Source: an optimization exercise on an open RTL-to-GDS flow (aim: small area, a short achievable clock period and few clock cycles per item). Production flows keep margins and buffers that such runs may drop. RTL that was checked went through simulation tests only; none was proved equivalent to the original. No functional check of the RTL was part of runs 3 and 4.

==> flow/design.v <==
`timescale 1ns/10ps
module givens_cordic #(
   parameter int data_w = 13
) (
   input  logic                     clk,
   input  logic                     rst_n,
   input  logic                     flush,
   input  logic signed [data_w-1:0] op_x,
   input  logic signed [data_w-1:0] op_y,
   input  logic                     start,
   input  logic                     mode,      
   input  logic [1:0]               pass,
   input  logic [1:0]               nxt_pass,
   input  logic [2:0]               row,       
   input  logic [1:0]               col,
   output logic                     done,
   output logic [2:0]               wr_row,
   output logic [1:0]               wr_col,
   output logic signed [data_w-1:0] res_x,
   output logic signed [data_w-1:0] res_y
);
   localparam int num_iter  = 8;
   localparam int ext_w     = data_w + 2;
   localparam int num_pass  = 3;
   localparam logic mode_vector = 1'b0;
   logic                    v_q    [1:num_iter];
   logic                    m_q    [1:num_iter];
   logic [1:0]              p_q    [1:num_iter];
   logic [2:0]              r_q    [1:num_iter];
   logic [1:0]              c_q    [1:num_iter];
   logic signed [ext_w-1:0] x_q    [1:num_iter];
   logic signed [ext_w-1:0] y_q    [1:num_iter];
   logic signed [data_w-1:0] x0_q;
   logic signed [data_w-1:0] y0_q;
   always_ff @(posedge clk) begin
      x0_q <= op_x;
      y0_q <= op_y;
   end
   logic [num_iter-1:0]     dir_q  [num_pass];
   logic                    d_q     [0:num_iter-1];
   logic                    d_nxt   [0:num_iter-1];
   logic                    rot_d_s [0:num_iter-1];
   logic                    v_s    [0:num_iter];
   logic                    m_s    [0:num_iter];
   logic [1:0]              p_s    [0:num_iter];
   logic [2:0]              r_s    [0:num_iter];
   logic [1:0]              c_s    [0:num_iter];
   logic signed [ext_w-1:0] x_s    [0:num_iter];
   logic signed [ext_w-1:0] y_s    [0:num_iter];
   logic signed [ext_w-1:0] nx_s   [0:num_iter-1];
   logic signed [ext_w-1:0] ny_s   [0:num_iter-1];
   logic                    d_s    [0:num_iter-1];
   always_comb begin
      v_s[0]  = start;
      m_s[0]  = mode;
      p_s[0]  = pass;
      r_s[0]  = row;
      c_s[0]  = col;
      x_s[0]  = ext_w'(x0_q);
      y_s[0]  = ext_w'(y0_q);
      for (int s = 1; s <= num_iter; s++) begin
         v_s[s]  = v_q[s];
         m_s[s]  = m_q[s];
         p_s[s]  = p_q[s];
         r_s[s]  = r_q[s];
         c_s[s]  = c_q[s];
         x_s[s]  = x_q[s];
         y_s[s]  = y_q[s];
      end
      d_s[0] = (m_s[0] == mode_vector) ? (x0_q[data_w-1] == y0_q[data_w-1]) : d_q[0];
      for (int s = 1; s < num_iter; s++) begin
         d_s[s] = d_q[s];
      end
      for (int s = 0; s < num_iter; s++) begin
         if (d_s[s]) begin
            nx_s[s] = x_s[s] + (y_s[s] >>> s);
            ny_s[s] = y_s[s] - (x_s[s] >>> s);
         end else begin
            nx_s[s] = x_s[s] - (y_s[s] >>> s);
            ny_s[s] = y_s[s] + (x_s[s] >>> s);
         end
      end
   end
   always_ff @(posedge clk or negedge rst_n) begin
      if (!rst_n) begin
         for (int s = 1; s <= num_iter; s++) begin
            v_q[s] <= 1'b0;
         end
      end else begin
         for (int s = 1; s <= num_iter; s++) begin
            v_q[s] <= v_s[s-1] && !flush;
         end
      end
   end
   always_comb begin
      rot_d_s[0] = (v_s[0] && m_s[0] == mode_vector && p_s[0] == nxt_pass)
                   ? d_s[0] : dir_q[nxt_pass][0];
      d_nxt[0]   = rot_d_s[0];
      for (int s = 1; s < num_iter; s++) begin
         rot_d_s[s] = (v_s[s] && m_s[s] == mode_vector && p_s[s] == p_s[s-1])
                      ? d_q[s] : dir_q[p_s[s-1]][s];
         d_nxt[s]   = (m_s[s-1] == mode_vector)
                      ? (nx_s[s-1][ext_w-1] == ny_s[s-1][ext_w-1]) : rot_d_s[s];
      end
   end
   always_ff @(posedge clk) begin
      for (int s = 0; s < num_iter; s++) begin
         d_q[s] <= d_nxt[s];
      end
      for (int s = 1; s <= num_iter; s++) begin
         m_q[s]  <= m_s[s-1];
         p_q[s]  <= p_s[s-1];
         r_q[s]  <= r_s[s-1];
         c_q[s]  <= c_s[s-1];
         x_q[s]  <= nx_s[s-1];
         y_q[s]  <= ny_s[s-1];
      end
      for (int s = 0; s < num_iter; s++) begin
         if (v_s[s] && m_s[s] == mode_vector) begin
            dir_q[p_s[s]][s] <= d_s[s];
         end
      end
   end
   logic [data_w+8:0] ext_x;
   logic [data_w+8:0] ext_y;
   logic [data_w+8:0] prod_x;
   logic [data_w+8:0] prod_y;
   assign ext_x  = (data_w+9)'(x_s[num_iter]);
   assign ext_y  = (data_w+9)'(y_s[num_iter]);
   assign prod_x = (ext_x << 8) + (ext_x << 6) - (ext_x << 3) - ext_x;
   assign prod_y = (ext_y << 8) + (ext_y << 6) - (ext_y << 3) - ext_y;
   assign done  = v_s[num_iter];
   assign wr_row = r_s[num_iter];
   assign wr_col = c_s[num_iter];
   assign res_x  = prod_x[data_w+8:9];
   assign res_y  = prod_y[data_w+8:9];
endmodule
`timescale 1ns/10ps
module matrix_store #(
   parameter int data_w = 13
) (
   input  logic                       clk,
   input  logic                       rst_n,
   input  logic                       flush,
   input  logic                       load_wr,
   input  logic [2:0]                 load_row,
   input  logic [4*data_w-1:0]        in,
   input  logic [2:0]                 rd_row,    
   input  logic [1:0]                 rd_col,
   input  logic [1:0]                 rd_even,   
   input  logic [1:0]                 rd_odd,
   output logic signed [data_w-1:0]   op_x,
   output logic signed [data_w-1:0]   op_y,
   input  logic                       wr_en,
   input  logic [2:0]                 wr_row,
   input  logic [1:0]                 wr_col,
   input  logic signed [data_w-1:0]   res_x,
   input  logic signed [data_w-1:0]   res_y,
   input  logic                       out_load,
   input  logic [2:0]                 out_row,
   output logic [4*data_w-1:0]        out
);
   localparam int num_rows = 8;
   localparam int num_cols = 4;
   logic signed [data_w-1:0] mat_q [num_rows*num_cols];
   logic [4*data_w-1:0]      out_q;
   logic                     rq_en_q;
   logic [2:0]               rq_row_q;
   logic [1:0]               rq_col_q;
   logic signed [data_w-1:0] rq_x_q;
   logic signed [data_w-1:0] rq_y_q;
   always_ff @(posedge clk or negedge rst_n) begin
      if (!rst_n) begin
         rq_en_q <= 1'b0;
      end else begin
         rq_en_q <= wr_en && !flush;
      end
   end
   always_ff @(posedge clk) begin
      rq_row_q <= wr_row;
      rq_col_q <= wr_col;
      rq_x_q   <= res_x;
      rq_y_q   <= res_y;
   end
   logic signed [data_w-1:0] res_even;
   logic signed [data_w-1:0] res_odd;
   logic [2:0]               rq_row_hi;
   logic [2:0]               wr_row_hi;
   assign res_even  = rq_row_q[0] ? rq_x_q : rq_y_q;
   assign res_odd   = rq_row_q[0] ? rq_y_q : rq_x_q;
   assign rq_row_hi = rq_row_q - 3'd1;
   assign wr_row_hi = wr_row - 3'd1;
   logic signed [data_w-1:0] bus_even [num_cols];
   logic signed [data_w-1:0] bus_odd  [num_cols];
   always_comb begin
      for (int c = 0; c < num_cols; c++) begin
         bus_even[c] = load_wr ? in[c*data_w +: data_w] : res_even;
         bus_odd[c]  = load_wr ? in[c*data_w +: data_w] : res_odd;
      end
   end
   always_ff @(posedge clk) begin
      for (int i = 0; i < num_rows*num_cols; i++) begin
         if ((load_wr && i[4:2] == load_row)
             || (rq_en_q && i[1:0] == rq_col_q && (i[4:2] == rq_row_q || i[4:2] == rq_row_hi))) begin
            mat_q[i] <= i[2] ? bus_odd[i[1:0]] : bus_even[i[1:0]];
         end
      end
   end
   logic signed [data_w-1:0] even_c [num_cols];
   logic signed [data_w-1:0] odd_c  [num_cols];
   logic signed [data_w-1:0] even_q;
   logic signed [data_w-1:0] odd_q;
   always_comb begin
      for (int c = 0; c < num_cols; c++) begin
         even_c[c] = mat_q[{rd_even, 1'b0, c[1:0]}];
         odd_c[c]  = mat_q[{rd_odd, 1'b1, c[1:0]}];
      end
   end
   assign even_q = even_c[rd_col];
   assign odd_q  = odd_c[rd_col];
   logic [2:0] rd_row_hi;
   assign rd_row_hi = rd_row - 3'd1;
   assign op_x   = (rq_en_q && rq_row_q == rd_row_hi && rq_col_q == rd_col) ? rq_y_q
                 : (load_wr && load_row == rd_row_hi && rd_col == 2'd0) ? in[data_w-1:0]
                 : rd_row[0] ? even_q : odd_q;
   assign op_y   = (wr_en && wr_row_hi == rd_row && wr_col == rd_col) ? res_x
                 : rd_row[0] ? odd_q : even_q;
   always_ff @(posedge clk or negedge rst_n) begin
      if (!rst_n) begin
         out_q <= '0;
      end else begin
         for (int c = 0; c < num_cols; c++) begin
            out_q[c*data_w +: data_w] <= !out_load ? '0
                                       : out_row[0] ? odd_c[c] : even_c[c];
         end
         if (out_load && wr_en && wr_col == 2'd3 && wr_row == out_row) begin
            out_q[3*data_w +: data_w] <= res_y;
         end
         if (out_load && rq_en_q && rq_col_q == 2'd3 && rq_row_hi == out_row) begin
            out_q[3*data_w +: data_w] <= rq_x_q;
         end
      end
   end
   assign out = out_q;
endmodule
`timescale 1ns/10ps
module qr_sequencer (
   input  logic       clk,
   input  logic       rst_n,
   input  logic       valid,
   output logic       load_wr,
   output logic [2:0] load_row,
   output logic       start,
   output logic       mode,
   output logic [1:0] pass,
   output logic       nxt_mode,
   output logic [1:0] nxt_pass,
   output logic [2:0] rd_row,
   output logic [1:0] rd_col,
   output logic [1:0] rd_even,    
   output logic [1:0] rd_odd,     
   output logic [2:0] row,
   output logic [1:0] col,
   output logic       out_load,
   output logic [2:0] out_row,
   output logic       out_valid,
   output logic       flush
);
   localparam logic mode_vector = 1'b0;
   localparam logic mode_rotate = 1'b1;
   localparam logic [3:0] last_round = 4'd9;
   localparam logic [3:0] last_phase = 4'd8;
   localparam logic [3:0] out_first  = 4'd6;
   localparam logic [3:0] out_last   = 4'd13;
   localparam logic [3:0] tail_last  = 4'd14;
   logic       loading_q;    
   logic [3:0] beats_q;      
   logic       calc_q;       
   logic [3:0] round_q;      
   logic [3:0] phase_q;      
   logic       tail_q;       
   logic [3:0] tail_cnt_q;
   logic       out_valid_q;
   logic       early_q;      
   logic       late_q;       
   logic       abort_q;
   logic       round_ok;
   logic       issue;
   logic       last_issue;
   logic       load_en;
   assign load_en  = valid && loading_q;
   assign load_wr  = loading_q;
   assign load_row = 3'(4'd7 - beats_q);
   assign round_ok   = (beats_q == 4'd8)
                    || (!late_q && ((beats_q > round_q)
                                    || (round_q == 4'd1 && beats_q <= 4'd1 && load_en)));
   assign issue      = (calc_q || load_en) && (phase_q != '0 || round_ok);
   assign last_issue = issue && (round_q == last_round) && (phase_q == last_phase);
   always_ff @(posedge clk or negedge rst_n) begin
      if (!rst_n) begin
         loading_q   <= 1'b1;
         beats_q     <= '0;
         calc_q      <= 1'b0;
         round_q     <= 4'd1;
         phase_q     <= '0;
         tail_q      <= 1'b0;
         tail_cnt_q  <= '0;
         out_valid_q <= 1'b0;
         early_q     <= 1'b0;
         late_q      <= 1'b0;
         abort_q     <= 1'b0;
      end else begin
         if (issue && loading_q) begin
            early_q <= 1'b1;
         end
         abort_q <= early_q && loading_q && !valid;
         if (load_en) begin
            beats_q <= beats_q + 4'd1;
            calc_q  <= 1'b1;
            if (beats_q == 4'd7) begin
               loading_q <= 1'b0;
            end
         end
         if (abort_q) begin
            phase_q <= '0;
            round_q <= 4'd1;
            early_q <= 1'b0;
            late_q  <= 1'b1;
         end else if (issue) begin
            if (phase_q == last_phase) begin
               phase_q <= '0;
               round_q <= round_q + 4'd1;
            end else begin
               phase_q <= phase_q + 4'd1;
            end
         end
         if (last_issue) begin
            calc_q     <= 1'b0;
            tail_q     <= 1'b1;
            tail_cnt_q <= 4'd1;
         end
         if (tail_q) begin
            tail_cnt_q <= tail_cnt_q + 4'd1;
            if (tail_cnt_q == tail_last) begin
               tail_q    <= 1'b0;
               loading_q <= 1'b1;
               beats_q   <= '0;
               round_q   <= 4'd1;
               late_q    <= 1'b0;
            end
         end
         out_valid_q <= out_load;
      end
   end
   logic       out_load_c;
   logic [2:0] out_row_c;
   logic       out_load_q;
   logic [2:0] out_row_q;
   assign out_load_c = tail_q && (tail_cnt_q >= out_first - 4'd1) && (tail_cnt_q <= out_last - 4'd1);
   assign out_row_c  = 3'(out_last - 4'd1 - tail_cnt_q);
   always_ff @(posedge clk or negedge rst_n) begin
      if (!rst_n) begin
         out_load_q <= 1'b0;
      end else begin
         out_load_q <= out_load_c;
      end
   end
   always_ff @(posedge clk) begin
      out_row_q <= out_row_c;
   end
   assign out_load  = out_load_q;
   assign out_row   = out_row_q;
   assign out_valid = out_valid_q;
   assign flush     = abort_q;
   logic [1:0] c_ph;
   logic [1:0] j_ph;
   always_comb begin
      case (phase_q)
         4'd0:    begin c_ph = 2'd0; j_ph = 2'd0; end
         4'd1:    begin c_ph = 2'd0; j_ph = 2'd1; end
         4'd2:    begin c_ph = 2'd1; j_ph = 2'd1; end
         4'd3:    begin c_ph = 2'd0; j_ph = 2'd2; end
         4'd4:    begin c_ph = 2'd1; j_ph = 2'd2; end
         4'd5:    begin c_ph = 2'd2; j_ph = 2'd2; end
         4'd6:    begin c_ph = 2'd0; j_ph = 2'd3; end
         4'd7:    begin c_ph = 2'd1; j_ph = 2'd3; end
         default: begin c_ph = 2'd2; j_ph = 2'd3; end
      endcase
   end
   logic [3:0] k_op;
   logic [2:0] row_lo;
   assign k_op   = round_q - {2'b00, c_ph, 1'b0};
   assign row_lo = 3'(4'd8 - k_op);
   logic       a_start_q;
   logic       a_mode_q;
   logic [1:0] a_pass_q;
   logic [2:0] a_row_q;
   logic [1:0] rd_even_q;
   logic [1:0] rd_odd_q;
   logic [1:0] a_col_q;
   logic       b_start_q;
   logic       b_mode_q;
   logic [1:0] b_pass_q;
   logic [2:0] b_row_q;
   logic [1:0] b_col_q;
   always_ff @(posedge clk or negedge rst_n) begin
      if (!rst_n) begin
         a_start_q <= 1'b0;
         b_start_q <= 1'b0;
      end else begin
         a_start_q <= !abort_q && issue && (k_op >= 4'd1) && (k_op <= 4'd7 - {2'b00, c_ph});
         b_start_q <= !abort_q && a_start_q;
      end
   end
   always_ff @(posedge clk) begin
      a_mode_q <= (c_ph == j_ph) ? mode_vector : mode_rotate;
      a_pass_q <= c_ph;
      a_row_q  <= row_lo;
      rd_even_q <= out_load_c ? out_row_c[2:1] : row_lo[2:1];
      rd_odd_q  <= out_load_c ? out_row_c[2:1]
                 : row_lo[0] ? row_lo[2:1] : row_lo[2:1] - 2'd1;
      a_col_q  <= j_ph;
      b_mode_q <= a_mode_q;
      b_pass_q <= a_pass_q;
      b_row_q  <= a_row_q;
      b_col_q  <= a_col_q;
   end
   assign rd_row   = a_row_q;
   assign rd_even  = rd_even_q;
   assign rd_odd   = rd_odd_q;
   assign rd_col   = a_col_q;
   assign nxt_mode = a_mode_q;
   assign nxt_pass = a_pass_q;
   assign start    = b_start_q;
   assign mode     = b_mode_q;
   assign pass     = b_pass_q;
   assign row      = b_row_q;
   assign col      = b_col_q;
endmodule
`timescale 1ns/10ps
module qr_cordic_top #(
   parameter int data_w = 13
) (
   input  logic                clk,
   input  logic                rst_n,
   input  logic                valid,
   input  logic [4*data_w-1:0] in,
   output logic                out_valid,
   output logic [4*data_w-1:0] out
);
   logic       load_wr;
   logic       flush;
   logic [2:0] load_row;
   logic       out_load;
   logic [2:0] out_row;
   logic                     gv_start;
   logic                     gv_mode;
   logic [1:0]               gv_pass;
   logic                     gv_nxt_mode;
   logic [1:0]               gv_nxt_pass;
   logic [2:0]               gv_rd_row;
   logic [1:0]               gv_rd_col;
   logic [1:0]               rd_even;
   logic [1:0]               rd_odd;
   logic [2:0]               gv_row;
   logic [1:0]               gv_col;
   logic signed [data_w-1:0] gv_op_x;
   logic signed [data_w-1:0] gv_op_y;
   logic                     gv_done;
   logic [2:0]               gv_wr_row;
   logic [1:0]               gv_wr_col;
   logic signed [data_w-1:0] gv_res_x;
   logic signed [data_w-1:0] gv_res_y;
   qr_sequencer qr_sequencer_i (
      .clk       (clk),
      .rst_n     (rst_n),
      .valid     (valid),
      .load_wr   (load_wr),
      .load_row  (load_row),
      .start     (gv_start),
      .mode      (gv_mode),
      .pass      (gv_pass),
      .nxt_mode  (gv_nxt_mode),
      .nxt_pass  (gv_nxt_pass),
      .rd_row    (gv_rd_row),
      .rd_col    (gv_rd_col),
      .rd_even   (rd_even),
      .rd_odd    (rd_odd),
      .row       (gv_row),
      .col       (gv_col),
      .out_load  (out_load),
      .out_row   (out_row),
      .out_valid (out_valid),
      .flush     (flush)
   );
   matrix_store #(.data_w(data_w)) matrix_store_i (
      .clk      (clk),
      .rst_n    (rst_n),
      .flush    (flush),
      .load_wr  (load_wr),
      .load_row (load_row),
      .in       (in),
      .rd_row   (gv_rd_row),
      .rd_col   (gv_rd_col),
      .rd_even  (rd_even),
      .rd_odd   (rd_odd),
      .op_x     (gv_op_x),
      .op_y     (gv_op_y),
      .wr_en    (gv_done),
      .wr_row   (gv_wr_row),
      .wr_col   (gv_wr_col),
      .res_x    (gv_res_x),
      .res_y    (gv_res_y),
      .out_load (out_load),
      .out_row  (out_row),
      .out      (out)
   );
   givens_cordic #(.data_w(data_w)) givens_cordic_i (
      .clk     (clk),
      .rst_n   (rst_n),
      .flush   (flush),
      .start   (gv_start),
      .mode    (gv_mode),
      .pass    (gv_pass),
      .nxt_pass (gv_nxt_pass),
      .row     (gv_row),
      .col     (gv_col),
      .op_x    (gv_op_x),
      .op_y    (gv_op_y),
      .done    (gv_done),
      .wr_row  (gv_wr_row),
      .wr_col  (gv_wr_col),
      .res_x   (gv_res_x),
      .res_y   (gv_res_y)
   );
endmodule
==> flow/flow/run.sh <==
#!/bin/bash
# Standard layout (the standard.sh, standard synthesis unchanged) with two
# changes to how it is made: timing repair is asked to leave a setup margin,
# so that the layout is pushed below the design's clock period, and the
# buffer on every input and output port is a plain buffer rather than the
# delay cell the resizer picks by default. Each step's output goes to its own
# log file here.
set -euo pipefail
ARGS=("SETUP_SLACK_MARGIN=8.6" "BUFFER_PORTS_ARGS=-buffer_cell sky130_fd_sc_hd__buf_4")
for step in synth floorplan place cts finish; do
  bash standard.sh "${ARGS[@]}" $step > log_$step.txt 2>&1
done
==> flow/standard.sh <==
#!/bin/bash
# synth_recipe.tcl (not shown) runs the flow's synth.tcl, then flattens the netlist and writes it again
# the make line also repeats each setting of config.mk as NAME=value (left out here)
make -C /OpenROAD-flow-scripts/flow DESIGN_CONFIG=/design/flow/config.mk WORK_HOME=/design/flow/orfs CLKGATE_MAP_FILE= SYNTH_SCRIPT=/design/flow/synth_recipe.tcl "${@:-finish}"
==> flow/config.mk <==
export PLATFORM = sky130hd
export DESIGN_NAME = qr_cordic_top
export DESIGN_NICKNAME = qr_cordic_top
export VERILOG_FILES = /design/flow/design.v
export SDC_FILE = /design/flow/constraint.sdc
export NUM_CORES = 4
export LEC_CHECK = 0
export ABC_AREA = 1
export CAP_MARGIN = 30
export CORE_MARGIN = 2
export CORE_UTILIZATION = 30
export CTS_CLUSTER_DIAMETER = 100
export CTS_CLUSTER_SIZE = 24
export SLEW_MARGIN = 30
==> flow/constraint.sdc <==
create_clock -name core_clock -period 12.5 [get_ports {clk}]
set_input_delay 2.5000 -clock core_clock [delete_from_list [all_inputs] [get_ports {clk}]]
set_output_delay 2.5000 -clock core_clock [all_outputs]
set_load 0.01 [all_outputs]
==> flow_metrics.tcl, run 1 <==
set metrics [dict create \
    postLayoutCellArea_um2 55720 \
    antenna_found_initial 3 \
    viasPerCell 4.952 \
    grt_first_pass_wirelength_mm 231.5 \
    hpwl_mm 118.8 \
    setup_tns_ps 0 \
    multi_input_area_um2 24300 \
    slew_viol_final 0 \
    start_util 0.3014 \
    arrival_ps 1280 \
    synthMuxAreaShare 0 \
    outcome "complete, no violations" \
    gp_congestion 0.9967 \
    finalNetCount 6409 \
    drt-initial-drc-count 4494 \
    wl_per_cell_um 18.73 \
    die-area_um2 173000 \
    worst_pin_slew_ps 1082 \
    synth_cells 5892 \
    core-area_um2 168900 \
    row_count 151 \
    root_buffer "clkbuf_16" \
    ctsHoldBuffers 0 \
    drtPass1Iterations 6 \
    syn-num-nets 6350 \
    crit_buf_inv 1 \
    max_stage_delay_ps 410 \
    synth_edf_count 447 \
    stdcell_count 8210 \
    final_layout_size_suffix_gt1_frac 0.05210 \
    cp_max_fo 1 \
    die_y_um 415.9 \
    cts_buffers 47 \
    fmax_mhz 264.6 \
    gr-total-overflow 0 \
    clk_latency_ps 730 \
    seq_area_um2 23250 \
    cts_tree "done" \
    routed_wl_mm 153.8 \
    yosysSeqAreaShare 0.4567 \
    cts-htree-levels 2 \
    slew-limit-headroom 0.2707 \
    num_io_pins 108 \
    ys_ff_latch 916 \
    hold_viol 0 \
    hp-class "reg2reg" \
    maxCapViolCount 0 \
    synth-simple-area-share 0.1816 \
    grtUsageTotal 0.1724 \
    synthesis.area_um2 50910 \
    grt_max_degree 81 \
    dp_cells 8116 \
    synth_cell_types 63 \
    ys_warn_count 28 \
    period_needed_ps 3779 \
    path_cells "buf_4" \
    period_share 0.3024 \
    io_buffers 107 \
    synth_compound_area_frac 0.1234 \
    synth_adder_area_share 0.1085 \
    synth_top_family_by_area "simple AND/OR/NAND/NOR gates" \
    skew_ps 69.69 \
    cts.clk_slew.worst_paths_ps 100 \
    hold_slack_ps 322.8 \
    cts.sinks 916 \
    setup-violations-final 0 \
    cp-end-kind "output port" \
    grt_setup_unrepaired "no" \
    required_ps 10000 \
    fp.dieW_um 415.9 \
    grt_pass1_vias 38800 \
    start_kind "flop" \
    ys.flop_type "edfxtp_1" \
    fill_cells 17640 \
    async_flop_share 0.09498 \
    crit_slowest_cell "dfrtp_1" \
    clockBufferDepth 3 \
    placed_area_um2 54160 \
    vias 40660 \
    synth_xor_area_frac 0.06292 \
    ant_nets 0 \
    synthToLayoutAreaGrowth_pct 9.453 \
    cp_top_family "flip-flops" \
    path_class "reg2out" \
    route.detailed.drc 0 \
    synth_area_per_cell_um2 8.640 \
]
routing by layer:
metal	GRT usage	up-vias	share of wire
li1	-	19750	-
met1	0.2351	19270	0.44
met2	0.2739	1381	0.44
met3	0.02167	261	0.073
met4	0.07433	2	0.047
met5	0	-	0.000046
worst paths after layout:
path / slack (ps) / cells past startpoint / end / start
min: 320 / 0 / givens_cordic_i.r_q[7][2] / givens_cordic_i.r_q[6][2]
max reg2reg: 8820 / 12 / matrix_store_i.out_q[44] / qr_sequencer_i.out_row_q[0]
max in group asynchronous: 9660 / 2 / matrix_store_i.out_q[42] / rst_n
min reg2reg: 320 / 0 / givens_cordic_i.r_q[7][2] / givens_cordic_i.r_q[6][2]
max: 8720 / 1 / out[21] / matrix_store_i.out_q[21]
min in group asynchronous: 1740 / 1 / qr_sequencer_i.out_valid_q / rst_n
per-stage QoR:
stage          setup slack (ps)  utilization
2_1_floorplan              9049            -
5_1_grt                    8624       0.3298
3_5_place_dp               8680       0.3206
6_report                   8721       0.3299
3_3_place_gp               8662       0.3204
4_1_cts                    8690       0.3295
flip-flops by register name, indices dropped and copies added (netlist names), 13 cells and up, named ones only:
signal and cells:
givens_cordic_i.c_q 16, givens_cordic_i.x_q 118, matrix_store_i.rq_x_q 13, matrix_store_i.out_q 52, givens_cordic_i.r_q 24, givens_cordic_i.dir_q 24
givens_cordic_i.x0_q 13, matrix_store_i.rq_y_q 13, givens_cordic_i.y_q 119, givens_cordic_i.y0_q 13, matrix_store_i.mat_q 416, givens_cordic_i.p_q 14
cells in the mapped netlist, types with 7 or more instances:
library cell	instances	share of area
a21oi_1	392	0.039
edfxtp_1	447	0.26
o22ai_1	10	0.0012
nor3_1	61	0.0060
a31oi_1	22	0.0027
dfrtp_1	85	0.042
nand3b_1	11	0.0016
clkbuf_1	74	0.0055
nand4_1	59	0.0073
buf_2	48	0.0047
and2_1	17	0.0021
nand3_1	386	0.038
nand2_1	1204	0.089
a21o_1	38	0.0056
buf_6	12	0.0027
fa_1	64	0.025
xnor2_1	103	0.018
inv_2	13	0.00096
buf_4	18	0.0027
o21a_1	7	0.0010
nor4_1	9	0.0011
ha_1	339	0.083
o21ai_0	558	0.055
dfxtp_1	382	0.15
o21ai_1	37	0.0036
o211ai_1	26	0.0038
nor2_1	395	0.029
inv_1	669	0.049
o21bai_1	22	0.0032
or2_2	27	0.0033
o31ai_1	11	0.0016
xor2_1	259	0.045
a21boi_0	12	0.0018
cell families (layout without fill, tap and decap cells):
logic type,count (synthesis),count (layout)
simple gates,2195,2195
compound gates,1167,1167
flops,916,916
buf+inv,847,944
fa+ha+maj,403,403
xor+xnor,364,364
other cells,0,3
repair_timing:
action | in CTS | in global routing
gates resized for setup | 0 | 1
endpoints found under the setup margin | 0 | 2
setup buffers | 0 | 1
cell usage in the layout (no fill, tap or decap), drive strengths merged, types with 34 or more instances in the layout:
| cell type | n |
|---|---|
| fa | 64 |
| nor2 | 402 |
| xor2 | 260 |
| a21o | 38 |
| or2 | 34 |
| dfxtp | 382 |
| nor3 | 63 |
| dfrtp | 85 |
| inv | 689 |
| nand2 | 1208 |
| clkbuf | 76 |
| edfxtp | 447 |
| ha | 339 |
| nand4 | 59 |
| o21ai | 597 |
| nand3 | 388 |
| xnor2 | 104 |
| a21oi | 398 |
| buf | 169 |
area by class of cell:
type / count / share of cell area
clock inverter: 12 / 0.003548
sequential: 916 / 0.4173
tap: 2218 / 0.04981
timing repair buffer: 170 / 0.02360
antenna: 3 / 0.0001347
inverter: 687 / 0.04637
multi-input combinational: 4129 / 0.4361
clock buffer: 75 / 0.02317
Testbench counts, summed over its fixed seeds: cycles 9,120, matrices 96.
==> inputs of run 2 (changes only) <==
--- a/flow/config.mk
+++ b/flow/config.mk
@@ -5,7 +5,6 @@
 export SDC_FILE = /design/flow/constraint.sdc
 export NUM_CORES = 4
 export LEC_CHECK = 0
-export ABC_AREA = 1
 export CAP_MARGIN = 30
 export CORE_MARGIN = 2
 export CORE_UTILIZATION = 30
==> flow_metrics.tcl, run 2 <==
set metrics [dict create \
    grtUsageTotal 0.1596 \
    slew_viol_final 0 \
    reg_top3 "matrix_store_i.mat_q x416, givens_cordic_i.y_q x119, givens_cordic_i.x_q x118" \
    num_io_pins 108 \
    synthToLayoutAreaGrowth_pct 10.55 \
    crit_buf_inv 1 \
    die_y_um 405.8 \
    hp-class "reg2reg" \
    viasPerCell 4.993 \
    cp-end-kind "output port" \
    grt_pass1_vias 31940 \
    largest_reg_flops 416 \
    ys_top_cells_by_area "edfxtp_1 28%, dfxtp_1 16%, ha_1 8.8%" \
    io_buffers 107 \
    arrival_ps 1380 \
    fp.dieW_um 405.8 \
    yosysTopAreaCellShare 0.2771 \
    clk_latency_ps 690 \
    synth_cell_types 89 \
    synthMuxAreaShare 0.08452 \
    vias 32850 \
    period_needed_ps 3885 \
    finalNetCount 4842 \
    hold_slack_ps 332.1 \
    setup_tns_ps 0 \
    cts.sinks 916 \
    layout_commonest_cell "edfxtp_1" \
    async_flop_share 0.09498 \
    path_cells "buf_4" \
    required_ps 10000 \
    ys.flop_type "edfxtp_1" \
    ant_nets 0 \
    die-area_um2 164700 \
    setup-violations-final 0 \
    grt_max_degree 90 \
    cp_max_fo 1 \
    postLayoutCellArea_um2 53550 \
    clockBufferDepth 3 \
    placed_area_um2 51970 \
    antenna_found_initial 2 \
    layout_common_cells "447 x edfxtp_1, 428 x nor2_1, 373 x dfxtp_1" \
    pre_cts_ws_ps 8340 \
    ys_warn_count 28 \
    synth_xor_area_frac 0.07372 \
    cts.clk_slew.worst_paths_ps 100 \
    max_stage_delay_ps 550 \
    ys_ff_latch 916 \
    top_register "matrix_store_i.mat_q" \
    grt_first_pass_wirelength_mm 199.8 \
    synthesis.area_um2 48440 \
    skew_ps 58.72 \
    worst_pin_slew_ps 1088 \
    crit_slowest_cell "dfrtp_1" \
    synth_top_family_by_area "simple AND/OR/NAND/NOR gates" \
    outcome "complete, no violations" \
    synth_area_per_cell_um2 11.21 \
    root_buffer "clkbuf_16" \
    syn-num-nets 4778 \
    cp_top_family "flip-flops" \
    cts_buffers 45 \
    wl_per_cell_um 20.36 \
    synth_compound_area_frac 0.1005 \
    cts-htree-levels 2 \
    drtPass1Iterations 6 \
    synth_adder_area_share 0.1140 \
    routed_wl_mm 134.0 \
    hold_viol 0 \
    final_layout_size_suffix_gt1_frac 0.1120 \
    drt-initial-drc-count 3069 \
    grt_setup_unrepaired "no" \
    yosysSeqAreaShare 0.4800 \
    core-area_um2 160400 \
    synth.largest_area_cell "edfxtp_1" \
    gp_congestion 0.9006 \
    route.detailed.drc 0 \
    synth_common_cells "447 x edfxtp_1, 428 x nor2_1, 382 x dfxtp_1, 339 x ha_1" \
    fin_ws_ps 8615 \
    hpwl_mm 100.3 \
    gr-total-overflow 0 \
    start_util 0.3020 \
    path_class "reg2out" \
    row_count 147 \
    start_kind "flop" \
    ctsHoldBuffers 0 \
    synth.most_common_cell "edfxtp_1" \
    fmax_mhz 257.4 \
    maxCapViolCount 0 \
    period_share 0.3108 \
    cts_tree "done" \
    synth_cells 4320 \
    slew-limit-headroom 0.2731 \
    synth-simple-area-share 0.1144 \
    synth_edf_count 447 \
]
run 2: path summary, 6_finish.rpt:
check	start	endpoint	cells past startpoint	slack, ps
hold / removal	givens_cordic_i.c_q[2][0]	givens_cordic_i.c_q[3][0]	0	330
setup reg to reg	givens_cordic_i.y_q[6][6]	givens_cordic_i.d_q[7]	13	8720
hold reg to reg	givens_cordic_i.c_q[2][0]	givens_cordic_i.c_q[3][0]	0	330
setup / recovery	matrix_store_i.out_q[40]	out[40]	1	8620
min in group asynchronous	rst_n	matrix_store_i.out_q[1]	1	1810
max in group asynchronous	rst_n	matrix_store_i.out_q[49]	2	9450
run 2: per-layer routing:
metal  up-vias  routed length (um)  global-route usage
li1      15520                   -                   -
met4         0                4439             0.04709
met3       195               10810             0.03431
met1     16000               58910              0.2190
met2      1138               59830              0.2521
met5         -                   0                   0
run 2: cell families after synthesis:
kind of cell | Yosys count
and+or+nand+nor | 1167
buffers and inverters | 416
muxes | 244
AOI/OAI and AO/OA | 768
xor gates and xnor gates | 406
adders and majority gates | 403
DFF | 916
run 2: cell type report:
type | instances | area (um2)
antenna | 1 | 2.502
clock buffer | 74 | 1266
clock inverter | 8 | 123.9
fill | 16120 | 106800
inverter | 279 | 1047
multi-input combinational | 2988 | 23950
sequential | 916 | 23280
tap | 2160 | 2703
timing repair buffer | 154 | 1175
run 2: timing repair:
item / CTS / global route
resized for setup: 6 / 22
buffers inserted: 2 / 4
setup endpoints to repair: 8 / 13
pin swaps: 0 / 3
run 2: through the flow:
stage,util,std cells
2_1_floorplan,-,4320
3_3_place_gp,0.3233,6490
3_5_place_dp,0.3241,6491
4_1_cts,0.3329,6575
5_1_grt,0.3339,6579
6_report,0.3339,6580
==> inputs of run 3 (changes only) <==
--- a/flow/design.v
+++ b/flow/design.v
@@ -39,7 +39,8 @@
    logic [num_iter-1:0]     dir_q  [num_pass];
    logic                    d_q     [0:num_iter-1];
    logic                    d_nxt   [0:num_iter-1];
-   logic                    rot_d_s [0:num_iter-1];
+   logic                    vec_d_s [0:num_iter-1];
+   logic                    fwd0;
    logic                    v_s    [0:num_iter];
    logic                    m_s    [0:num_iter];
    logic [1:0]              p_s    [0:num_iter];
@@ -67,7 +68,7 @@
          x_s[s]  = x_q[s];
          y_s[s]  = y_q[s];
       end
-      d_s[0] = (m_s[0] == mode_vector) ? (x0_q[data_w-1] == y0_q[data_w-1]) : d_q[0];
+      d_s[0] = (m_s[0] == mode_vector) ? vec_d_s[0] : d_q[0];
       for (int s = 1; s < num_iter; s++) begin
          d_s[s] = d_q[s];
       end
@@ -93,14 +94,14 @@
       end
    end
    always_comb begin
-      rot_d_s[0] = (v_s[0] && m_s[0] == mode_vector && p_s[0] == nxt_pass)
-                   ? d_s[0] : dir_q[nxt_pass][0];
-      d_nxt[0]   = rot_d_s[0];
+      vec_d_s[0] = (x0_q[data_w-1] == y0_q[data_w-1]);
       for (int s = 1; s < num_iter; s++) begin
-         rot_d_s[s] = (v_s[s] && m_s[s] == mode_vector && p_s[s] == p_s[s-1])
-                      ? d_q[s] : dir_q[p_s[s-1]][s];
-         d_nxt[s]   = (m_s[s-1] == mode_vector)
-                      ? (nx_s[s-1][ext_w-1] == ny_s[s-1][ext_w-1]) : rot_d_s[s];
+         vec_d_s[s] = (nx_s[s-1][ext_w-1] == ny_s[s-1][ext_w-1]);
+      end
+      fwd0     = v_s[0] && m_s[0] == mode_vector && p_s[0] == nxt_pass;
+      d_nxt[0] = fwd0 ? vec_d_s[0] : dir_q[nxt_pass][0];
+      for (int s = 1; s < num_iter; s++) begin
+         d_nxt[s] = (m_s[s-1] == mode_vector) ? vec_d_s[s] : dir_q[p_s[s-1]][s];
       end
    end
    always_ff @(posedge clk) begin
@@ -115,9 +116,12 @@
          x_q[s]  <= nx_s[s-1];
          y_q[s]  <= ny_s[s-1];
       end
-      for (int s = 0; s < num_iter; s++) begin
-         if (v_s[s] && m_s[s] == mode_vector) begin
-            dir_q[p_s[s]][s] <= d_s[s];
+      if (v_s[0] && m_s[0] == mode_vector) begin
+         dir_q[p_s[0]][0] <= vec_d_s[0];
+      end
+      for (int s = 1; s < num_iter; s++) begin
+         if (v_s[s-1] && m_s[s-1] == mode_vector) begin
+            dir_q[p_s[s-1]][s] <= vec_d_s[s];
          end
       end
    end
==> flow_metrics.tcl, run 3 <==
set metrics [dict create \
    outcome "complete, no violations" \
    cts.sinks 914 \
    largest_reg_flops 416 \
    setup-violations-final 0 \
    route.detailed.drc 0 \
    crit_slowest_cell "dfrtp_2" \
    cts.clk_slew.worst_paths_ps 100 \
    antenna_found_initial 7 \
    cp_top_family "flip-flops" \
    grt_util_met2 0.2407 \
    fp.dieW_um 404.0 \
    setup_tns_ps 0 \
    num_io_pins 108 \
    synth_common_cells "440 x edfxtp_1, 387 x dfxtp_1, 365 x nor2_1, 336 x ha_1, 264 x inv_1" \
    max_stage_delay_ps 510 \
    cts_buffers 45 \
    syn-num-nets 4664 \
    cts-htree-levels 2 \
    yosysSeqAreaShare 0.4821 \
    grtUsageTotal 0.1528 \
    grtUsageMet1 0.2240 \
    slew_viol_final 0 \
    ys_top_cells_by_area "edfxtp_1 28%, dfxtp_1 16%, ha_1 8.8%" \
    grt_first_pass_wirelength_mm 193.4 \
    gp_congestion 0.8934 \
    io_buffers 107 \
    yosysTopAreaCellShare 0.2753 \
    ant_nets 0 \
    grt.met3_usage 0.02118 \
    gr-total-overflow 0 \
    finalNetCount 4737 \
    core-area_um2 158600 \
    slew-limit-headroom 0.2500 \
    hpwl_mm 96.99 \
    ys_ff_latch 914 \
    root_buffer "clkbuf_16" \
    grt_pass1_vias 31490 \
    ys_warn_count 28 \
    ys.flop_type "edfxtp_1" \
    hold_viol 0 \
    viasPerCell 5.008 \
    period_needed_ps 3871 \
    synth.most_common_cell "edfxtp_1" \
    drtPass1Iterations 5 \
    skew_ps 41.77 \
    fin_util 0.3356 \
    die-area_um2 163200 \
    cp_max_fo 1 \
    die_y_um 404.0 \
    start_kind "flop" \
    synthToLayoutAreaGrowth_pct 10.85 \
    cts_tree "done" \
    synthesis.area_um2 48000 \
    layout_common_cells "440 x edfxtp_1, 371 x dfxtp_1, 365 x nor2_1" \
    vias 32030 \
    required_ps 10000 \
    reg_top3 "matrix_store_i.mat_q x416, givens_cordic_i.x_q x119, givens_cordic_i.y_q x118" \
    path_cells "buf_4" \
    crit_buf_inv 1 \
    top_usage_layer "met2" \
    final_layout_size_suffix_gt1_frac 0.1192 \
    synth_cell_types 88 \
    grt_setup_unrepaired "yes" \
    clk_latency_ps 670 \
    start_util 0.3027 \
    row_count 146 \
    fmax_mhz 258.3 \
    grt_max_degree 53 \
    arrival_ps 1370 \
    hold_slack_ps 322.7 \
    clockBufferDepth 3 \
    worst_pin_slew_ps 1118 \
    period_share 0.3097 \
    layout_commonest_cell "edfxtp_1" \
    synth_area_per_cell_um2 11.40 \
    async_flop_share 0.09519 \
    wl_per_cell_um 19.88 \
    hp-class "reg2reg" \
    top_register "matrix_store_i.mat_q" \
    routed_wl_mm 127.1 \
    drt-initial-drc-count 2964 \
    synth_cells 4209 \
    maxCapViolCount 0 \
    cp-end-kind "output port" \
    synth_edf_count 440 \
    synth.largest_area_cell "edfxtp_1" \
    path_class "reg2out" \
]
-- run 3: cell count changes after synthesis, moves of 12 or more --
| cell | delta |
|---|---|
| nor3b_1 | -14 |
| nor4bb_1 | +12 |
| nor2_1 | -63 |
| o2111ai_1 | -16 |
| xnor2_1 | -16 |
| a21o_1 | +18 |
| nand3_1 | -26 |
| nand2_1 | -31 |
| a21oi_1 | +13 |
| nor3_1 | -38 |
| nor2b_1 | +45 |
-- run 3: cells by family (layout without fill, tap and decap cells) --
family,Yosys count,count (layout),synth area share
xor gates and xnor gates,385,385,0.07113
DFF,914,914,0.4821
and+or+nand+nor,1058,1058,0.1088
muxes,248,248,0.08620
other,0,4,0
AOI/OAI and AO/OA,810,810,0.1061
adders and majority gates,400,400,0.1143
buffers and inverters,394,504,0.03151
-- run 3: cell type report --
class                   instances  area (um2)
flip-flops and latches        914       23190
clock inverters                 9       142.6
well taps                    2072        2592
diodes                          4       10.01
fillers                     15790      105400
repair buffers                155        1175
inverters                     265       997.2
clock buffers                  75        1249
multi-input cells            2901       23850
-- run 3: worst paths after layout --
check / slack [ps] / cells after the start / to / start
setup / recovery: 8630 / 1 / out[47] / matrix_store_i.out_q[47]
hold / removal: 320 / 0 / givens_cordic_i.r_q[7][0] / givens_cordic_i.r_q[6][0]
setup reg to reg: 8630 / 16 / givens_cordic_i.y0_q[9] / givens_cordic_i.x_q[8][0]
hold reg to reg: 320 / 0 / givens_cordic_i.r_q[7][0] / givens_cordic_i.r_q[6][0]
max in group asynchronous: 9430 / 2 / matrix_store_i.out_q[24] / rst_n
min in group asynchronous: 1930 / 1 / qr_sequencer_i.round_q[2] / rst_n
-- run 3: stage by stage --
step | instances | setup slack [ps] | instance area (um2)
after global routing | 6395 | 8500 | 53210
after CTS | 6383 | 8601 | 52810
after floorplan | 4209 | 8716 | 48000
final | 6395 | 8629 | 53210
after detailed placement | 6295 | 8354 | 51340
after global placement | 6295 | 8356 | 51250
-- run 3: what timing repair did --
item | in CTS | in global routing
endpoints found under the setup margin | 30 | 41
buffers inserted | 4 | 7
pin swaps | 8 | 21
hold buffers | 0 | 0
resized for setup | 24 | 48
-- run 3: per-layer routing --
layer | share of wire | wire length (um)
met5 | 0.00010 | 13
met4 | 0.017 | 2130
met3 | 0.061 | 7764
met2 | 0.45 | 57010
met1 | 0.47 | 60190
==> inputs of run 4 (changes only) <==
--- a/flow/config.mk
+++ b/flow/config.mk
@@ -10,4 +10,5 @@
 export CORE_UTILIZATION = 30
 export CTS_CLUSTER_DIAMETER = 100
 export CTS_CLUSTER_SIZE = 24
+export PLACE_DENSITY = 0.8
 export SLEW_MARGIN = 30
==> flow_metrics.tcl, run 4 <==
set metrics [dict create \
    cp-end-kind "output port" \
    cp_max_fo 1 \
    slew-limit-headroom 0.2462 \
    syn-num-nets 4664 \
    ys_top_cells_by_area "edfxtp_1 28%, dfxtp_1 16%, ha_1 8.8%" \
    hp-class "reg2reg" \
    synthMuxAreaShare 0.08620 \
    synth_cells 4209 \
    path_cells "buf_4" \
    cp_top_family "flip-flops" \
    top_register "matrix_store_i.mat_q" \
    cts.sinks 914 \
    synth_edf_count 440 \
    postLayoutCellArea_um2 53140 \
    wl_per_cell_um 19.64 \
    synth_area_per_cell_um2 11.40 \
    stdcell_count 6388 \
    clk_latency_ps 670 \
    yosysSeqAreaShare 0.4821 \
    synth_common_cells "440 x edfxtp_1, 387 x dfxtp_1, 365 x nor2_1, 336 x ha_1, 264 x inv_1" \
    die_y_um 404.0 \
    grt_first_pass_wirelength_mm 190.0 \
    async_flop_share 0.09519 \
    grt_max_degree 80 \
    crit_slowest_cell "dfrtp_1" \
    ys.flop_type "edfxtp_1" \
    row_count 146 \
    route.detailed.drc 0 \
    synth.largest_area_cell "edfxtp_1" \
    maxCapViolCount 0 \
    finalNetCount 4739 \
    core-area_um2 158600 \
    synth-simple-area-share 0.1088 \
    gp_congestion 0.9184 \
    dp_cells 6298 \
    vias 32970 \
    synth_adder_area_share 0.1143 \
    grtUsageTotal 0.1488 \
    outcome "complete, no violations" \
    ctsHoldBuffers 0 \
    reg_top3 "matrix_store_i.mat_q x416, givens_cordic_i.x_q x119, givens_cordic_i.y_q x118" \
    largest_reg_flops 416 \
    yosysTopAreaCellShare 0.2753 \
    path_class "reg2out" \
    antenna_found_initial 6 \
    placed_area_um2 51430 \
    final_layout_size_suffix_gt1_frac 0.1147 \
    antenna_cells 0 \
    hold_slack_ps 318.7 \
    cts_tree "done" \
    setup_tns_ps 0 \
    ys_warn_count 28 \
    layout_commonest_cell "edfxtp_1" \
    synth_cell_types 88 \
    synthesis.area_um2 48000 \
    hold_viol 0 \
    fmax_mhz 257.0 \
    slew_viol_final 0 \
    fin_util 0.3351 \
    synth_top_family_by_area "adder cells" \
    routed_wl_mm 125.5 \
    clockBufferDepth 3 \
    drt-initial-drc-count 3508 \
    cts.clk_slew.worst_paths_ps 100 \
    start_util 0.3027 \
    synth.most_common_cell "edfxtp_1" \
    grt_pass1_vias 32290 \
    root_buffer "clkbuf_16" \
    required_ps 10000 \
    ys_ff_latch 914 \
    fp.dieW_um 404.0 \
    max_stage_delay_ps 570 \
    period_share 0.3112 \
    viasPerCell 5.161 \
    worst_pin_slew_ps 1129 \
    skew_ps 43.15 \
    hpwl_mm 92.19 \
    period_needed_ps 3890 \
    crit_buf_inv 1 \
    gr-total-overflow 0 \
    synth_compound_area_frac 0.1061 \
    num_io_pins 108 \
    start_kind "flop" \
    synth_xor_area_frac 0.07113 \
    arrival_ps 1390 \
    setup-violations-final 0 \
    synthToLayoutAreaGrowth_pct 10.70 \
    drtPass1Iterations 8 \
    layout_common_cells "440 x edfxtp_1, 371 x dfxtp_1, 365 x nor2_1" \
    io_buffers 107 \
    grt_setup_unrepaired "yes" \
    die-area_um2 163200 \
    cts_buffers 44 \
    cts-htree-levels 2 \
    ant_nets 0 \
]
==> run 4: changes by cell type in the layout (fill, tap and decap cells not counted), sizes merged <==
cell	previous run	this run
clkinv	5	3
clkbuf	75	73
clkinvlp	1	0
inv	267	266
diode	4	0
buf	155	158
==> run 4: cell type report <==
cell class	instances	area, um2
clock buffers	73	1210
clock inverters	5	118.9
fillers	15390	105400
inverters	265	994.7
multi-input cells	2901	23830
flip-flops and latches	914	23180
well taps	2072	2592
repair buffers	158	1211
==> run 4: final timing paths <==
check | slack [ps] | start | endpoint | depth (start not counted)
setup / recovery | 8610 | matrix_store_i.out_q[42] | out[42] | 1
hold / removal | 320 | givens_cordic_i.r_q[4][0] | givens_cordic_i.r_q[5][0] | 0
setup reg to reg | 8730 | givens_cordic_i.y_q[1][1] | givens_cordic_i.dir_q[1][2] | 13
hold reg to reg | 320 | givens_cordic_i.r_q[4][0] | givens_cordic_i.r_q[5][0] | 0
max in group asynchronous | 9440 | rst_n | qr_sequencer_i.abort_q | 2
min in group asynchronous | 1830 | rst_n | matrix_store_i.out_q[22] | 1
==> run 4: metrics by stage <==
stage | setup slack (ps)
CTS | 8578
finish | 8610
global placement | 8434
global route | 8565
detailed placement | 8385
floorplan | 8716
==> run 4: kinds of logic after synthesis <==
| kind of cell | count (synthesis) |
|---|---|
| flops | 914 |
| compound gates | 810 |
| fa+ha+maj | 400 |
| buf+inv | 394 |
| mux | 248 |
| xor+xnor | 385 |
| simple gates | 1058 |
==> run 4: timing repair <==
| action | 4_1_cts | 5_1_grt |
|---|---|---|
| setup buffers | 0 | 11 |
| resized for setup | 7 | 43 |
| pin swaps | 1 | 15 |
| endpoints found under the setup margin | 16 | 35 |
| cloned | 0 | 0 |
==> run 4: routing by layer <==
metal | vias up | part of all wire | global-route usage
li1 | 15220 | - | -
met5 | - | 0.00049 | 0
met2 | 1541 | 0.45 | 0.2347
met1 | 15920 | 0.41 | 0.1944
met4 | 10 | 0.040 | 0.05296
met3 | 281 | 0.11 | 0.04236
==> inputs of run 5 (changes only) <==
--- a/flow/design.v
+++ b/flow/design.v
@@ -153,6 +153,8 @@
    input  logic [1:0]                 rd_col,
    input  logic [1:0]                 rd_even,   
    input  logic [1:0]                 rd_odd,
+   input  logic                       fwd_x,     
+   input  logic                       fwd_y,     
    output logic signed [data_w-1:0]   op_x,
    output logic signed [data_w-1:0]   op_y,
    input  logic                       wr_en,
@@ -189,11 +191,9 @@
    logic signed [data_w-1:0] res_even;
    logic signed [data_w-1:0] res_odd;
    logic [2:0]               rq_row_hi;
-   logic [2:0]               wr_row_hi;
    assign res_even  = rq_row_q[0] ? rq_x_q : rq_y_q;
    assign res_odd   = rq_row_q[0] ? rq_y_q : rq_x_q;
    assign rq_row_hi = rq_row_q - 3'd1;
-   assign wr_row_hi = wr_row - 3'd1;
    logic signed [data_w-1:0] bus_even [num_cols];
    logic signed [data_w-1:0] bus_odd  [num_cols];
    always_comb begin
@@ -224,10 +224,10 @@
    assign odd_q  = odd_c[rd_col];
    logic [2:0] rd_row_hi;
    assign rd_row_hi = rd_row - 3'd1;
-   assign op_x   = (rq_en_q && rq_row_q == rd_row_hi && rq_col_q == rd_col) ? rq_y_q
+   assign op_x   = fwd_x ? rq_y_q
                  : (load_wr && load_row == rd_row_hi && rd_col == 2'd0) ? in[data_w-1:0]
                  : rd_row[0] ? even_q : odd_q;
-   assign op_y   = (wr_en && wr_row_hi == rd_row && wr_col == rd_col) ? res_x
+   assign op_y   = fwd_y ? res_x
                  : rd_row[0] ? odd_q : even_q;
    always_ff @(posedge clk or negedge rst_n) begin
       if (!rst_n) begin
@@ -237,10 +237,10 @@
             out_q[c*data_w +: data_w] <= !out_load ? '0
                                        : out_row[0] ? odd_c[c] : even_c[c];
          end
-         if (out_load && wr_en && wr_col == 2'd3 && wr_row == out_row) begin
+         if (out_load && out_row == 3'd3) begin
             out_q[3*data_w +: data_w] <= res_y;
          end
-         if (out_load && rq_en_q && rq_col_q == 2'd3 && rq_row_hi == out_row) begin
+         if (out_load && out_row == 3'd2) begin
             out_q[3*data_w +: data_w] <= rq_x_q;
          end
       end
@@ -263,6 +263,8 @@
    output logic [1:0] rd_col,
    output logic [1:0] rd_even,    
    output logic [1:0] rd_odd,     
+   output logic       fwd_x,      
+   output logic       fwd_y,      
    output logic [2:0] row,
    output logic [1:0] col,
    output logic       out_load,
@@ -402,6 +404,8 @@
    logic [1:0] rd_even_q;
    logic [1:0] rd_odd_q;
    logic [1:0] a_col_q;
+   logic       a_fwd_x_q;
+   logic       a_fwd_y_q;
    logic       b_start_q;
    logic       b_mode_q;
    logic [1:0] b_pass_q;
@@ -424,6 +428,8 @@
       rd_odd_q  <= out_load_c ? out_row_c[2:1]
                  : row_lo[0] ? row_lo[2:1] : row_lo[2:1] - 2'd1;
       a_col_q  <= j_ph;
+      a_fwd_x_q <= (c_ph != 2'd0);
+      a_fwd_y_q <= (k_op >= 4'd2);
       b_mode_q <= a_mode_q;
       b_pass_q <= a_pass_q;
       b_row_q  <= a_row_q;
@@ -433,6 +439,8 @@
    assign rd_even  = rd_even_q;
    assign rd_odd   = rd_odd_q;
    assign rd_col   = a_col_q;
+   assign fwd_x    = a_fwd_x_q;
+   assign fwd_y    = a_fwd_y_q;
    assign nxt_mode = a_mode_q;
    assign nxt_pass = a_pass_q;
    assign start    = b_start_q;
@@ -466,6 +474,8 @@
    logic [1:0]               gv_rd_col;
    logic [1:0]               rd_even;
    logic [1:0]               rd_odd;
+   logic                     fwd_x;
+   logic                     fwd_y;
    logic [2:0]               gv_row;
    logic [1:0]               gv_col;
    logic signed [data_w-1:0] gv_op_x;
@@ -490,6 +500,8 @@
       .rd_col    (gv_rd_col),
       .rd_even   (rd_even),
       .rd_odd    (rd_odd),
+      .fwd_x     (fwd_x),
+      .fwd_y     (fwd_y),
       .row       (gv_row),
       .col       (gv_col),
       .out_load  (out_load),
@@ -508,6 +520,8 @@
       .rd_col   (gv_rd_col),
       .rd_even  (rd_even),
       .rd_odd   (rd_odd),
+      .fwd_x    (fwd_x),
+      .fwd_y    (fwd_y),
       .op_x     (gv_op_x),
       .op_y     (gv_op_y),
       .wr_en    (gv_done),
==> flow_metrics.tcl, run 5 <==
set metrics [dict create \
    ctsHoldBuffers 0 \
    drt-initial-drc-count 3707 \
    wl_per_cell_um 20.08 \
    grt_max_degree 56 \
    synth_adder_area_share 0.1145 \
    synth-simple-area-share 0.1056 \
    worst_pin_slew_ps 1098 \
    path_class "reg2out" \
    grt_first_pass_wirelength_mm 192.4 \
    reg_top3 "matrix_store_i.mat_q x416, givens_cordic_i.x_q x119, givens_cordic_i.y_q x118" \
    cts_tree "done" \
    synth_compound_area_frac 0.1043 \
    viasPerCell 5.224 \
    ys.flop_type "edfxtp_1" \
    synth_xor_area_frac 0.06943 \
    synth_edf_count 440 \
    max_stage_delay_ps 520 \
    cp_top_family "flip-flops" \
    vias 33170 \
    hold_path_startpoint "givens_cordic_i.r_q[2][2]" \
    antenna_cells 0 \
    syn-num-nets 4643 \
    setup_tns_ps 0 \
    hold_slack_ps 324.1 \
    setup-violations-final 0 \
    ys_top_cells_by_area "edfxtp_1 28%, dfxtp_1 16%, ha_1 8.8%" \
    yosysTopAreaCellShare 0.2771 \
    fp.dieW_um 402.7 \
    fin_util 0.3334 \
    crit_slowest_cell "dfrtp_2" \
    hold_viol 0 \
    gr-total-overflow 0 \
    layout_common_cells "440 x edfxtp_1, 408 x nor2_1, 372 x dfxtp_1" \
    yosysSeqAreaShare 0.4861 \
    cts-htree-levels 2 \
    crit_start "matrix_store_i.out_q[10]" \
    maxCapViolCount 0 \
    slew-limit-headroom 0.2633 \
    cts.clk_slew.worst_paths_ps 100 \
    synthesis.area_um2 47680 \
    layout_commonest_cell "edfxtp_1" \
    period_needed_ps 3877 \
    root_buffer "clkbuf_16" \
    ys_ff_latch 916 \
    fmax_mhz 257.9 \
    synthMuxAreaShare 0.08772 \
    synth_area_per_cell_um2 11.38 \
    synth_common_cells "440 x edfxtp_1, 408 x nor2_1, 389 x dfxtp_1, 334 x ha_1, 286 x a21oi_1" \
    grt_pass1_vias 32800 \
    core-area_um2 158200 \
    cts.sinks 916 \
    largest_reg_flops 416 \
    start_util 0.3014 \
    synth_top_family_by_area "adder cells" \
    grtUsageTotal 0.1513 \
    arrival_ps 1380 \
    antenna_found_initial 7 \
    crit_buf_inv 1 \
    drtPass1Iterations 9 \
    cp-end-kind "output port" \
    async_flop_share 0.09498 \
    routed_wl_mm 127.5 \
    num_io_pins 108 \
    clk_latency_ps 680 \
    ys_warn_count 28 \
    synth_cells 4190 \
    hpwl_mm 94.75 \
    gp_congestion 0.9243 \
    r2r_slack_ps 8790 \
    synth_cell_types 85 \
    grt_setup_unrepaired "yes" \
    synth.largest_area_cell "edfxtp_1" \
    row_count 146 \
    route.detailed.drc 0 \
    worstReg2RegStart "givens_cordic_i.y_q[1][1]" \
    synthToLayoutAreaGrowth_pct 10.60 \
    hp-class "reg2reg" \
    required_ps 10000 \
    die-area_um2 162100 \
    skew_ps 53.88 \
    cts_buffers 46 \
    path_cells "buf_6" \
    synth.most_common_cell "edfxtp_1" \
    slew_viol_final 0 \
    top_register "matrix_store_i.mat_q" \
    outcome "complete, no violations" \
    start_kind "flop" \
    finalNetCount 4696 \
    die_y_um 402.7 \
    clockBufferDepth 3 \
    io_buffers 107 \
    cp_max_fo 1 \
    ant_nets 0 \
    period_share 0.3102 \
    final_layout_size_suffix_gt1_frac 0.1092 \
]
run 5: cell types whose count changed after synthesis, sizes merged, moves of 9 or more:
cell / delta
nor2: +43
a21oi: +33
o21ai: -28
nor2b: -26
inv: +19
a211oi: -15
nor3: -15
nand3: -12
clkbuf: -11
o21bai: -10
mux2i: -9
xor2: -9
run 5: metal layers:
metal | track usage | routed length [um] | vias to the layer above
li1 | - | - | 15060
met1 | 0.1930 | 50850 | 16120
met2 | 0.2490 | 58950 | 1663
met3 | 0.03037 | 12110 | 328
met4 | 0.06531 | 5561 | 4
met5 | 0 | 29 | -
run 5: layout make-up:
class	count	area [um2]
multi-input combinational	2867	23460
clock inverter	11	157.7
inverter	285	1070
timing repair buffer	127	960.9
fill	15380	105500
sequential	916	23230
tap	2072	2592
clock buffer	72	1259
run 5: final timing paths:
path | to | cells after the start
setup / recovery | out[10] | 1
hold / removal | givens_cordic_i.r_q[3][2] | 0
setup reg to reg | givens_cordic_i.d_q[2] | 12
hold reg to reg | givens_cordic_i.r_q[3][2] | 0
max in group asynchronous | matrix_store_i.out_q[44] | 2
min in group asynchronous | qr_sequencer_i.out_valid_q | 1
run 5: kinds of logic (layout without fill, tap and decap cells):
| kind of cell | after synthesis | after routing |
|---|---|---|
| DFF | 916 | 916 |
| adders and majority gates | 398 | 398 |
| buffers and inverters | 407 | 495 |
| muxes | 243 | 243 |
| xor gates and xnor gates | 378 | 378 |
| AOI/OAI and AO/OA | 800 | 800 |
| and+or+nand+nor | 1048 | 1048 |
run 5: timing repair:
action / 4_1_cts / 5_1_grt
endpoints found under the setup margin: 27 / 29
pin swaps: 0 / 3
setup buffers: 0 / 1
gates cloned: 0 / 0
endpoints found under the hold margin: 0 / 0
resized for setup: 18 / 28
run 5: per-stage QoR:
| step | cell area, um2 | cells | setup slack (ps) |
|---|---|---|---|
| floorplan | 47690 | 4190 | 8764 |
| global placement | 50910 | 6266 | 8443 |
| detailed placement | 51010 | 6266 | 8360 |
| CTS | 52450 | 6349 | 8602 |
| global route | 52740 | 6350 | 8519 |
| finish | 52740 | 6350 | 8623 |
Testbench counts of run 5, summed over its fixed seeds: cycles 9,120, matrices 96.
==> inputs of run 6 (changes only) <==
--- a/flow/config.mk
+++ b/flow/config.mk
@@ -10,5 +10,4 @@
 export CORE_UTILIZATION = 30
 export CTS_CLUSTER_DIAMETER = 100
 export CTS_CLUSTER_SIZE = 24
-export PLACE_DENSITY = 0.8
 export SLEW_MARGIN = 30
==> flow_metrics.tcl, run 6 <==
set metrics [dict create \
    max_stage_delay_ps 500 \
    route.detailed.drc 0 \
    cts.sinks 916 \
    num_io_pins 108 \
    finalNetCount 4714 \
    grtUsageTotal 0.1539 \
    slew_viol_final 0 \
    ys.flop_type "edfxtp_1" \
    start_kind "flop" \
    ys_ff_latch 916 \
    top_usage_layer "met2" \
    synth_edf_count 440 \
    final_layout_size_suffix_gt1_frac 0.1115 \
    grt_setup_unrepaired "yes" \
    antenna_found_initial 10 \
    grt_first_pass_wirelength_mm 192.1 \
    path_depth 1 \
    grtUsageMet1 0.2084 \
    synthToLayoutAreaGrowth_pct 10.85 \
    die-area_um2 162100 \
    dp_cells 6284 \
    viasPerCell 5.017 \
    row_count 146 \
    antenna_cells 0 \
    required_ps 10000 \
    synth_common_cells "440 x edfxtp_1, 408 x nor2_1, 389 x dfxtp_1, 334 x ha_1, 286 x a21oi_1" \
    cp_top_family "flip-flops" \
    yosysSeqAreaShare 0.4861 \
    synth_cell_types 85 \
    routed_wl_mm 127.7 \
    cts.clk_slew.worst_paths_ps 100 \
    io_buffers 107 \
    drt-initial-drc-count 2751 \
    clk_latency_ps 720 \
    cts_tree "done" \
    outcome "complete, no violations" \
    cp_max_fo 1 \
    fin_util 0.3341 \
    setup_tns_ps 0 \
    vias 31950 \
    ys_warn_count 28 \
    synth.largest_area_cell "edfxtp_1" \
    gp_congestion 0.8676 \
    hold_depth 0 \
    reg2reg_depth 14 \
    grt_max_degree 56 \
    wl_per_cell_um 20.05 \
    layout_commonest_cell "edfxtp_1" \
    ant_nets 0 \
    gr-total-overflow 0 \
    top_register "matrix_store_i.mat_q" \
    yosysTopAreaCellShare 0.2771 \
    fmax_mhz 260.1 \
    fill_cells 15790 \
    synth_area_per_cell_um2 11.38 \
    synthesis.area_um2 47680 \
    period_share 0.3075 \
    cts_buffers 46 \
    path_cells "buf_4" \
    path_class "reg2out" \
    ys_top_cells_by_area "edfxtp_1 28%, dfxtp_1 16%, ha_1 8.8%" \
    slew-limit-headroom 0.2292 \
    period_needed_ps 3844 \
    layout_common_cells "440 x edfxtp_1, 408 x nor2_1, 371 x dfxtp_1" \
    skew_ps 92.71 \
    largest_reg_flops 416 \
    maxCapViolCount 0 \
    grt.met3_usage 0.02760 \
    hp-class "reg2reg" \
    ctsHoldBuffers 0 \
    cts-htree-levels 2 \
    fp.dieW_um 402.7 \
    grt_pass1_vias 31570 \
    arrival_ps 1340 \
    crit_slowest_cell "dfrtp_2" \
    start_util 0.3014 \
    drtPass1Iterations 6 \
    hpwl_mm 97.16 \
    synth_cells 4190 \
    cp-end-kind "output port" \
    stdcell_count 6369 \
    worst_pin_slew_ps 1149 \
    setup-violations-final 0 \
    syn-num-nets 4643 \
    root_buffer "clkbuf_16" \
    clockBufferDepth 3 \
    hold_viol 0 \
    reg_top3 "matrix_store_i.mat_q x416, givens_cordic_i.x_q x119, givens_cordic_i.y_q x118" \
    die_y_um 402.7 \
    core-area_um2 158200 \
    synth.most_common_cell "edfxtp_1" \
    grt_util_met2 0.2529 \
    crit_buf_inv 1 \
    async_flop_share 0.09498 \
]
==> run 6: cell count changes in the layout (fill, tap and decap cells not counted), sizes merged <==
cell,change
clkinv,-3
inv,+1
clkbuf,+1
bufinv,+2
buf,+18
==> run 6: final timing paths <==
path / startpoint / to / slack [ps]
setup / recovery: matrix_store_i.out_q[39] / out[39] / 8660
hold / removal: givens_cordic_i.r_q[8][2] / matrix_store_i.rq_row_q[2] / 250
setup reg to reg: givens_cordic_i.y_q[8][0] / matrix_store_i.out_q[46] / 8730
hold reg to reg: givens_cordic_i.r_q[8][2] / matrix_store_i.rq_row_q[2] / 250
max in group asynchronous: rst_n / matrix_store_i.out_q[41] / 9420
min in group asynchronous: rst_n / matrix_store_i.out_q[37] / 1770
==> run 6: per-layer routing <==
metal / up-vias / part of all wire
li1: 15090 / -
met1: 15750 / 0.44
met2: 959 / 0.46
met3: 150 / 0.068
met4: 6 / 0.029
met5: - / 0.00030
==> run 6: logic make-up (layout without fill, tap and decap cells) <==
| logic type | Yosys count | after routing | share of synthesized area |
|---|---|---|---|
| AOI/OAI and AO/OA | 800 | 800 | 0.1043 |
| adders and majority gates | 398 | 398 | 0.1145 |
| DFF | 916 | 916 | 0.4861 |
| xor gates and xnor gates | 378 | 378 | 0.06943 |
| muxes | 243 | 243 | 0.08772 |
| and+or+nand+nor | 1048 | 1048 | 0.1056 |
| buffers and inverters | 407 | 514 | 0.03222 |
==> run 6: timing repair <==
action	4_1_cts	5_1_grt
pin swaps	0	3
resized for setup	17	29
buffers inserted	0	1
endpoints found under the setup margin	27	31
==> run 6: cell type report <==
class	count	area (um2)	share of cell area
clock inverters	11	221.5	0.004190
multi-input cells	2867	23390	0.4425
inverters	285	1070	0.02024
clock buffers	73	1252	0.02370
repair buffers	145	1096	0.02074
well taps	2072	2592	0.04905
flip-flops and latches	916	23230	0.4395
==> run 6: through the flow <==
stage | hold slack (ps) | worst slack, ps | cell area, um2
after floorplan | 309.6 | 8764 | 47690
after global placement | 309.8 | 8438 | 51020
after detailed placement | 312.1 | 8388 | 51180
after CTS | 259.0 | 8600 | 52680
after global routing | 283.2 | 8561 | 52850
final | 248.5 | 8656 | 52850

static timing again, ports no longer ideal:
Ports are ideal in the flow. The routed layouts listed here were re-timed in OpenROAD.
Step 1, drivers: a clkbuf_16 drives clk and a buf_2 each remaining input, both assumed.
Step 2, shift: input delay + t, output delay - t, t = (earliest + latest rising clock arrival at the registers) / 2. This alone moves slack from input paths to output paths.
Slacks: ideal ports / drivers / drivers and shift; pairs: ideal ports / drivers.
| run | shift t [ns] | slack for setup (ns) | latest minus earliest clock arrival (ns) |
|---|---|---|---|
| run 1 | 0.773 | 8.721 / 8.636 / 8.587 | 0.077 / 0.078 |
| run 2 | 0.732 | 8.615 / 8.541 / 8.320 | 0.063 / 0.064 |
| run 3 | 0.720 | 8.629 / 8.553 / 8.356 | 0.052 / 0.053 |
| run 4 | 0.711 | 8.610 / 8.540 / 8.351 | 0.058 / 0.058 |
| run 5 | 0.715 | 8.623 / 8.555 / 8.425 | 0.061 / 0.061 |
| run 6 | 0.744 | 8.656 / 8.582 / 8.337 | 0.095 / 0.095 |
After both steps every run listed still meets setup and hold. For run 6, which loses most, drivers alone change the setup slack by -0.074 ns; drivers and shift together by -0.319 ns.
